Source: an optimization exercise on an open RTL-to-GDS flow (aim: small area). Production flows keep margins and buffers that such runs may drop.
In this exercise RTL edits were held to simulation tests only and were not proved equivalent to the original.
Power is estimated from default activity; no workload was simulated.

==> indigo: inputs <==
==> flow/design.v <==
module data_mem_responder #(
  parameter int DEPTH       = 64,
  parameter int WAIT_CYCLES = 2
) (
  input  logic        clk,
  input  logic        reset,
  input  logic        mem_read,
  input  logic        mem_write,
  input  logic [31:0] addr,
  input  logic [31:0] wdata,
  output logic [31:0] rdata,
  output logic        ready,
  output logic        busy,
  output logic        err
);
  localparam int NPT = DEPTH / 4;   
  logic [DEPTH-1:0][31:0] ring;
  logic [5:0]  phase;
  logic        swept;
  logic [1:0]  cnt;
  logic [5:0]  capIdx;
  logic [31:0] capWdata;
  logic        capRead;
  logic        capWrite;
  logic        capFault;
  logic        fault;
  logic [5:0]  useIdx;
  logic [31:0] useWdata;
  logic        useRead;
  logic        useWrite;
  logic [5:0]  pos;
  logic        sweep;
  logic [NPT-1:0] wsel;
  logic [NPT-1:0] rsel;
  logic [NPT-1:0] ptSel;
  assign fault    = (addr[1:0] != 2'b00) || (addr[31:8] != 24'd0) || (mem_read && mem_write);
  assign busy     = (cnt != 2'd0);
  assign err      = ready && capFault;
  assign useIdx   = busy ? capIdx   : addr[7:2];
  assign useWdata = busy ? capWdata : wdata;
  assign useRead  = busy ? capRead  : (mem_read && !fault);
  assign useWrite = busy ? capWrite : (mem_write && !fault);
  assign pos      = useIdx + phase;
  assign sweep    = !swept;
  always_comb begin
    for (int k = 0; k < NPT; k++) begin
      ptSel[k] = (pos[1:0] == 2'b11) && (pos[5:2] == 4'(k));
      wsel[k]  = useWrite && ptSel[k];
      rsel[k]  = useRead && ptSel[k];
    end
  end
  always_ff @(posedge clk or negedge reset) begin
    if (!reset) begin
      phase <= 6'd0;
      swept <= 1'b0;
      cnt   <= 2'd0;
      ready <= 1'b0;
    end else begin
      phase <= phase + 6'd1;
      if (phase[1:0] == 2'b11) swept <= 1'b1;
      ready <= (cnt == 2'd3);
      if (busy) cnt <= cnt + 2'd1;
      else if (mem_read || mem_write) cnt <= 2'd1;
    end
  end
  always_ff @(posedge clk) begin
    if (!busy) begin
      capIdx   <= addr[7:2];
      capWdata <= wdata;
      capRead  <= mem_read && !fault;
      capWrite <= mem_write && !fault;
      capFault <= fault;
    end
  end
  always_ff @(posedge clk) begin
    if (|rsel) begin
      for (int k = 0; k < NPT; k++)
        if (rsel[k]) rdata <= sweep ? 32'd0 : ring[4*k+3];
    end
  end
  always_ff @(posedge clk) begin
    for (int i = 0; i < DEPTH; i++) begin
      if (i % 4 == 0) begin
        if (wsel[(i/4+NPT-1)%NPT])  ring[i] <= useWdata;
        else if (sweep)             ring[i] <= 32'd0;
        else                        ring[i] <= ring[(i+DEPTH-1)%DEPTH];
      end else begin
        ring[i] <= ring[i-1];
      end
    end
  end
endmodule
==> flow/run.sh <==
#!/bin/bash
# synth_recipe.tcl (not shown) runs the flow's synth.tcl, then flattens the netlist and writes it again
# the make line also repeats each setting of config.mk as NAME=value (left out here)
make -C /OpenROAD-flow-scripts/flow DESIGN_CONFIG=/design/flow/config.mk WORK_HOME=/design/flow/orfs CLKGATE_MAP_FILE= SYNTH_SCRIPT=/design/flow/synth_recipe.tcl finish
==> flow/config.mk <==
export PLATFORM = sky130hd
export DESIGN_NAME = data_mem_responder
export DESIGN_NICKNAME = data_mem_responder
export VERILOG_FILES = /design/flow/design.v
export SDC_FILE = /design/flow/constraint.sdc
export NUM_CORES = 4
export LEC_CHECK = 0
export CAP_MARGIN = 20
export CORE_MARGIN = 2
export CORE_UTILIZATION = 30
export SLEW_MARGIN = 20
==> flow/constraint.sdc <==
create_clock -name core_clock -period 7.0 [get_ports {clk}]
set_input_delay 1.4000 -clock core_clock [delete_from_list [all_inputs] [get_ports {clk}]]
set_output_delay 1.4000 -clock core_clock [all_outputs]
set_load 0.01 [all_outputs]
==> fjord: changes against indigo <==
==> flow/design.v, changed modules only <==
module dmr_ins_inv (
  input  logic        wsel,
  input  logic        keep,
  input  logic [31:0] w,
  input  logic [31:0] prev,
  output logic [31:0] d
);
  assign d = ~(({32{wsel}} & w) | ({32{keep}} & prev));
endmodule
module dmr_ins_true (
  input  logic        wseln,
  input  logic        keepn,
  input  logic [31:0] wn,
  input  logic [31:0] prevn,
  output logic [31:0] d
);
  assign d = ~(({32{wseln}} | wn) & ({32{keepn}} | prevn));
endmodule
module dmr_aoi3 (
  input  logic [2:0]       sel,
  input  logic [2:0][31:0] din,
  output logic [31:0]      doutn
);
  assign doutn = ~(({32{sel[0]}} & din[0]) | ({32{sel[1]}} & din[1]) | ({32{sel[2]}} & din[2]));
endmodule
module dmr_nand6 (
  input  logic [5:0][31:0] dinn,
  output logic [31:0]      dout
);
  assign dout = ~(dinn[0] & dinn[1] & dinn[2] & dinn[3] & dinn[4] & dinn[5]);
endmodule
module data_mem_responder #(
  parameter int DEPTH       = 64,
  parameter int WAIT_CYCLES = 2
) (
  input  logic        clk,
  input  logic        reset,
  input  logic        mem_read,
  input  logic        mem_write,
  input  logic [31:0] addr,
  input  logic [31:0] wdata,
  output logic [31:0] rdata,
  output logic        ready,
  output logic        busy,
  output logic        err
);
  localparam int NPT = DEPTH / 4;   
  logic [DEPTH-1:0][31:0] ring;
  logic [5:0]  phase;
  logic        swept;
  logic [1:0]  cnt;
  logic [5:0]  capIdx;
  logic        capWrite;
  logic        capFault;
  logic        fault;
  logic [5:0]  useIdx;
  logic [31:0] useWdata;
  logic [31:0] useWdataN;
  logic        useWrite;
  logic [5:0]  pos;
  logic        sweep;
  logic [NPT-1:0] ptSel;
  logic [NPT-1:0] wsel;      
  logic [NPT-1:0] keep;      
  logic [17:0]   rsel;
  logic [17:0][31:0] rsrc;
  logic [5:0][31:0]  rpart;
  logic [31:0] rnext;
  logic [DEPTH-1:0][31:0] ringNext;
  logic [NPT-1:0][31:0]   insD;
  assign fault     = (addr[1:0] != 2'b00) || (addr[31:8] != 24'd0) || (mem_read && mem_write);
  assign busy      = (cnt != 2'd0);
  assign err       = ready && capFault;
  assign useIdx    = busy ? capIdx   : addr[7:2];
  assign useWdata  = busy ? rdata : wdata;
  assign useWdataN = ~useWdata;
  assign useWrite  = busy ? capWrite : (mem_write && !fault);
  assign pos       = useIdx + phase;
  assign sweep     = !swept;
  always_comb begin
    for (int k = 0; k < NPT; k++) begin
      ptSel[k] = (pos[1:0] == 2'b11) && (pos[5:2] == 4'(k));
      wsel[k]  = useWrite && ptSel[k];
      rsel[k]  = ptSel[k] && !sweep;
      keep[k]  = !wsel[(k+NPT-1)%NPT] && !sweep;
      rsrc[k]  = k[0] ? insD[(k+1)%NPT] : ring[4*k+3];
    end
    rsel[NPT]   = busy && (pos[1:0] != 2'b11);
    rsrc[NPT]   = rdata;
    rsel[NPT+1] = !busy && (pos[1:0] != 2'b11);
    rsrc[NPT+1] = wdata;
  end
  for (genvar g = 0; g < 6; g++) begin : g_rd
    dmr_aoi3 u_aoi (.sel(rsel[3*g+2:3*g]), .din(rsrc[3*g+2:3*g]), .doutn(rpart[g]));
  end
  dmr_nand6 u_rd (.dinn(rpart), .dout(rnext));
  for (genvar m = 0; m < NPT; m++) begin : g_pt
    if (m % 2 == 1) begin : g_inv
      dmr_ins_inv u_ins (
        .wsel(wsel[(m+NPT-1)%NPT]), .keep(keep[m]), .w(useWdata),
        .prev(ring[(4*m+DEPTH-1)%DEPTH]), .d(insD[m])
      );
    end else begin : g_true
      dmr_ins_true u_ins (
        .wseln(!wsel[(m+NPT-1)%NPT]), .keepn(!keep[m]), .wn(useWdataN),
        .prevn(ring[(4*m+DEPTH-1)%DEPTH]), .d(insD[m])
      );
    end
  end
  always_comb begin
    for (int i = 0; i < DEPTH; i++)
      ringNext[i] = (i % 4 == 0) ? insD[i/4] : ring[(i+DEPTH-1)%DEPTH];
  end
  always_ff @(posedge clk or negedge reset) begin
    if (!reset) begin
      phase <= 6'd0;
      swept <= 1'b0;
      cnt   <= 2'd0;
      ready <= 1'b0;
    end else begin
      phase <= phase + 6'd1;
      if (phase[1:0] == 2'b11) swept <= 1'b1;
      ready <= (cnt == 2'd3);
      if (busy) cnt <= cnt + 2'd1;
      else if (mem_read || mem_write) cnt <= 2'd1;
    end
  end
  always_ff @(posedge clk) begin
    if (!busy) begin
      capIdx   <= addr[7:2];
      capWrite <= mem_write && !fault;
      capFault <= fault;
    end
  end
  always_ff @(posedge clk) begin
    rdata <= rnext;
    ring  <= ringNext;
  end
endmodule
==> flow/flow/run.sh (new file) <==
#!/bin/bash
set -e
export CTS_ARGS="-sink_clustering_enable -repair_clock_nets -dont_use_dummy_load -buf_list sky130_fd_sc_hd__clkbuf_8 -sink_clustering_size 20 -sink_clustering_max_diameter 50"
export BUFFER_PORTS_ARGS="-buffer_cell sky130_fd_sc_hd__buf_1"
bash standard.sh > standard.log 2>&1
==> flow/standard.sh (new file) <==
#!/bin/bash
# synth_recipe.tcl (not shown) runs the flow's synth.tcl, then flattens the netlist and writes it again
# the make line also repeats each setting of config.mk as NAME=value (left out here)
make -C /OpenROAD-flow-scripts/flow DESIGN_CONFIG=/design/flow/config.mk WORK_HOME=/design/flow/orfs CLKGATE_MAP_FILE= SYNTH_SCRIPT=/design/flow/synth_recipe.tcl "${@:-finish}"
--- a/flow/config.mk
+++ b/flow/config.mk
@@ -8,4 +8,5 @@
 export CAP_MARGIN = 20
 export CORE_MARGIN = 2
-export CORE_UTILIZATION = 30
+export CORE_UTILIZATION = 75
 export SLEW_MARGIN = 20
+export SYNTH_HIERARCHICAL = 1
removed: flow/run.sh
==> umber: changes against indigo <==
==> flow/design.v, changed modules only <==
module dmr_ins_inv (
  input  logic        wsel,
  input  logic        keep,
  input  logic [31:0] w,
  input  logic [31:0] prev,
  output logic [31:0] d
);
  assign d = ~(({32{wsel}} & w) | ({32{keep}} & prev));
endmodule
module dmr_ins_true (
  input  logic        wseln,
  input  logic        keepn,
  input  logic [31:0] wn,
  input  logic [31:0] prevn,
  output logic [31:0] d
);
  assign d = ~(({32{wseln}} | wn) & ({32{keepn}} | prevn));
endmodule
module dmr_aoi3 (
  input  logic [2:0]       sel,
  input  logic [2:0][31:0] din,
  output logic [31:0]      doutn
);
  assign doutn = ~(({32{sel[0]}} & din[0]) | ({32{sel[1]}} & din[1]) | ({32{sel[2]}} & din[2]));
endmodule
module dmr_nand6 (
  input  logic [5:0][31:0] dinn,
  output logic [31:0]      dout
);
  assign dout = ~(dinn[0] & dinn[1] & dinn[2] & dinn[3] & dinn[4] & dinn[5]);
endmodule
module data_mem_responder #(
  parameter int DEPTH       = 64,
  parameter int WAIT_CYCLES = 2
) (
  input  logic        clk,
  input  logic        reset,
  input  logic        mem_read,
  input  logic        mem_write,
  input  logic [31:0] addr,
  input  logic [31:0] wdata,
  output logic [31:0] rdata,
  output logic        ready,
  output logic        busy,
  output logic        err
);
  localparam int NPT = DEPTH / 4;   
  logic [DEPTH-1:0][31:0] ring;
  logic [5:0]  phase;
  logic        swept;
  logic [1:0]  cnt;
  logic [5:0]  capIdx;
  logic        capRead;
  logic        capWrite;
  logic        capFault;
  logic        fault;
  logic [5:0]  useIdx;
  logic [31:0] useWdata;
  logic [31:0] useWdataN;
  logic        useRead;
  logic        useWrite;
  logic [5:0]  pos;
  logic        sweep;
  logic [NPT-1:0] ptSel;
  logic [NPT-1:0] wsel;      
  logic [NPT-1:0] keep;      
  logic [17:0]   rsel;
  logic [17:0][31:0] rsrc;
  logic [5:0][31:0]  rpart;
  logic [31:0] rnext;
  logic [DEPTH-1:0][31:0] ringNext;
  logic [NPT-1:0][31:0]   insD;
  assign fault     = (addr[1:0] != 2'b00) || (addr[31:8] != 24'd0) || (mem_read && mem_write);
  assign busy      = (cnt != 2'd0);
  assign err       = ready && capFault;
  assign useIdx    = busy ? capIdx   : addr[7:2];
  assign useWdata  = busy ? rdata : wdata;
  assign useWdataN = ~useWdata;
  assign useRead   = busy ? capRead  : (mem_read && !fault);
  assign useWrite  = busy ? capWrite : (mem_write && !fault);
  assign pos       = useIdx + phase;
  assign sweep     = !swept;
  always_comb begin
    for (int k = 0; k < NPT; k++) begin
      ptSel[k] = (pos[1:0] == 2'b11) && (pos[5:2] == 4'(k));
      wsel[k]  = useWrite && ptSel[k];
      rsel[k]  = useRead && ptSel[k] && !sweep;
      keep[k]  = !wsel[(k+NPT-1)%NPT] && !sweep;
      rsrc[k]  = k[0] ? insD[(k+1)%NPT] : ring[4*k+3];
    end
    rsel[NPT]   = busy && !(useRead && (pos[1:0] == 2'b11));
    rsrc[NPT]   = rdata;
    rsel[NPT+1] = !busy && !(useRead && (pos[1:0] == 2'b11));
    rsrc[NPT+1] = wdata;
  end
  for (genvar g = 0; g < 6; g++) begin : g_rd
    dmr_aoi3 u_aoi (.sel(rsel[3*g+2:3*g]), .din(rsrc[3*g+2:3*g]), .doutn(rpart[g]));
  end
  dmr_nand6 u_rd (.dinn(rpart), .dout(rnext));
  for (genvar m = 0; m < NPT; m++) begin : g_pt
    if (m % 2 == 1) begin : g_inv
      dmr_ins_inv u_ins (
        .wsel(wsel[(m+NPT-1)%NPT]), .keep(keep[m]), .w(useWdata),
        .prev(ring[(4*m+DEPTH-1)%DEPTH]), .d(insD[m])
      );
    end else begin : g_true
      dmr_ins_true u_ins (
        .wseln(!wsel[(m+NPT-1)%NPT]), .keepn(!keep[m]), .wn(useWdataN),
        .prevn(ring[(4*m+DEPTH-1)%DEPTH]), .d(insD[m])
      );
    end
  end
  always_comb begin
    for (int i = 0; i < DEPTH; i++)
      ringNext[i] = (i % 4 == 0) ? insD[i/4] : ring[(i+DEPTH-1)%DEPTH];
  end
  always_ff @(posedge clk or negedge reset) begin
    if (!reset) begin
      phase <= 6'd0;
      swept <= 1'b0;
      cnt   <= 2'd0;
      ready <= 1'b0;
    end else begin
      phase <= phase + 6'd1;
      if (phase[1:0] == 2'b11) swept <= 1'b1;
      ready <= (cnt == 2'd3);
      if (busy) cnt <= cnt + 2'd1;
      else if (mem_read || mem_write) cnt <= 2'd1;
    end
  end
  always_ff @(posedge clk) begin
    if (!busy) begin
      capIdx   <= addr[7:2];
      capRead  <= mem_read && !fault;
      capWrite <= mem_write && !fault;
      capFault <= fault;
    end
  end
  always_ff @(posedge clk) begin
    rdata <= rnext;
    ring  <= ringNext;
  end
endmodule
==> flow/flow/run.sh (new file) <==
#!/bin/bash
set -e
export CTS_ARGS="-sink_clustering_enable -repair_clock_nets -dont_use_dummy_load -buf_list \"sky130_fd_sc_hd__clkbuf_8 sky130_fd_sc_hd__clkbuf_16\" -sink_clustering_size 30 -sink_clustering_max_diameter 60"
export BUFFER_PORTS_ARGS="-buffer_cell sky130_fd_sc_hd__buf_1"
bash standard.sh > standard.log 2>&1
==> flow/standard.sh (new file) <==
#!/bin/bash
# synth_recipe.tcl (not shown) runs the flow's synth.tcl, then flattens the netlist and writes it again
# the make line also repeats each setting of config.mk as NAME=value (left out here)
make -C /OpenROAD-flow-scripts/flow DESIGN_CONFIG=/design/flow/config.mk WORK_HOME=/design/flow/orfs CLKGATE_MAP_FILE= SYNTH_SCRIPT=/design/flow/synth_recipe.tcl "${@:-finish}"
--- a/flow/config.mk
+++ b/flow/config.mk
@@ -8,4 +8,5 @@
 export CAP_MARGIN = 20
 export CORE_MARGIN = 2
-export CORE_UTILIZATION = 30
+export CORE_UTILIZATION = 60
 export SLEW_MARGIN = 20
+export SYNTH_HIERARCHICAL = 1
removed: flow/run.sh
==> run_results.csv <==
group,metric,value,unit
synthesis,yosys.area_share.simple,8.36,%
power,power.clock.total,10900,uW
timing,slew_headroom,18.5,%
clock_tree,clk_transition_reported_paths,0.07,ns
finish,seqCellArea,43000,um^2
global_routing,global_route_met1_utilization,19.1,%
global_routing,grt_start_max_net_pins,135,
drt,met3_length,8.04,mm
setup_path,cp_slowest_stage_delay,0.76,ns
status,run_status,"finished clean",
# the run above: indigo

==> run_results.csv <==
group,metric,value,unit
status,run_status,"finished clean",
clock_tree,clk_transition_reported_paths,0.09,ns
setup_path,cp_slowest_stage_delay,0.78,ns
synthesis,yosys.area_share.simple,1.67,%
finish,seqCellArea,42100,um^2
clock_tree,cts-root-buf,"sky130_fd_sc_hd__clkbuf_16",
timing,slew_headroom,20.8,%
timing,hold_slack,0.275,ns
placement,dpl.cell_count,4386,
power,power.clock.total,6020,uW
global_routing,grt_start_max_net_pins,39,
hold_path,holdPathStages,0,
finish,clock_tree_area_fraction,4.71,%
timing,fmaxAchievable,191,MHz
# the run above: umber

==> run_results.csv <==
group,metric,value,unit
finish,layout.cells.most_common,"sky130_fd_sc_hd__dfxtp_1",
power,total_leakage_power,0.0201,uW
drt,met3_length,12.5,mm
global_routing,grt_start_max_net_pins,33,
setup_path,critical_path_depth,15,
synthesis,yosys.area_share.simple,1.67,%
global_routing,globalRoute.busiestLayer,"met2",
flow_run,maxCapViolCount,0,
timing,fmaxAchievable,180,MHz
timing,slew_headroom,16.6,%
status,run_status,"finished clean",
setup_path,setup_slack_reg_to_reg,1.45,ns
finish,seqCellArea,42100,um^2
power,power.clock.total,4970,uW
setup_path,cp_slowest_stage_delay,0.92,ns
setup_path,cp_top_family,"simple AND/OR/NAND/NOR gates",
global_routing,global_route_met1_utilization,47.9,%
clock_tree,clk_transition_reported_paths,0.11,ns
# the run above: fjord

port drivers added, routing unchanged:
Ports are ideal in the flow. The routed layouts listed here were re-timed in OpenROAD.
Step 1, drivers: a clkbuf_16 drives clk and a buf_2 each remaining input, both assumed.
Step 2 adds t to the input delays and takes it off the output delays; t is the mean of the earliest and latest rising clock arrival at the registers after step 1. Input paths then give back, and output paths get back, about the clock's delay inside the block.
a / b / c = ideal ports / drivers / drivers and shift; a / b = the first two.
| run | t, ns | setup slack, ns | hold WS [ns] | worst setup path after step 2 | worst data-port slew with drivers (ns) |
|---|---|---|---|---|---|
| indigo | 0.885 | 1.746 / 1.798 / 0.913 | 0.295 / 0.295 / 0.295 | input to register | 0.06 |
| fjord | 0.839 | 1.451 / 1.451 / 1.183 | 0.276 / 0.276 / 0.276 | input to register | 0.11 |
| umber | 0.718 | 1.763 / 1.793 / 1.091 | 0.275 / 0.275 / 0.275 | input to register | 0.11 |
After both steps every run listed still meets setup and hold. For indigo, which loses most, drivers alone change the setup slack by +0.052 ns; drivers and shift together by -0.833 ns.
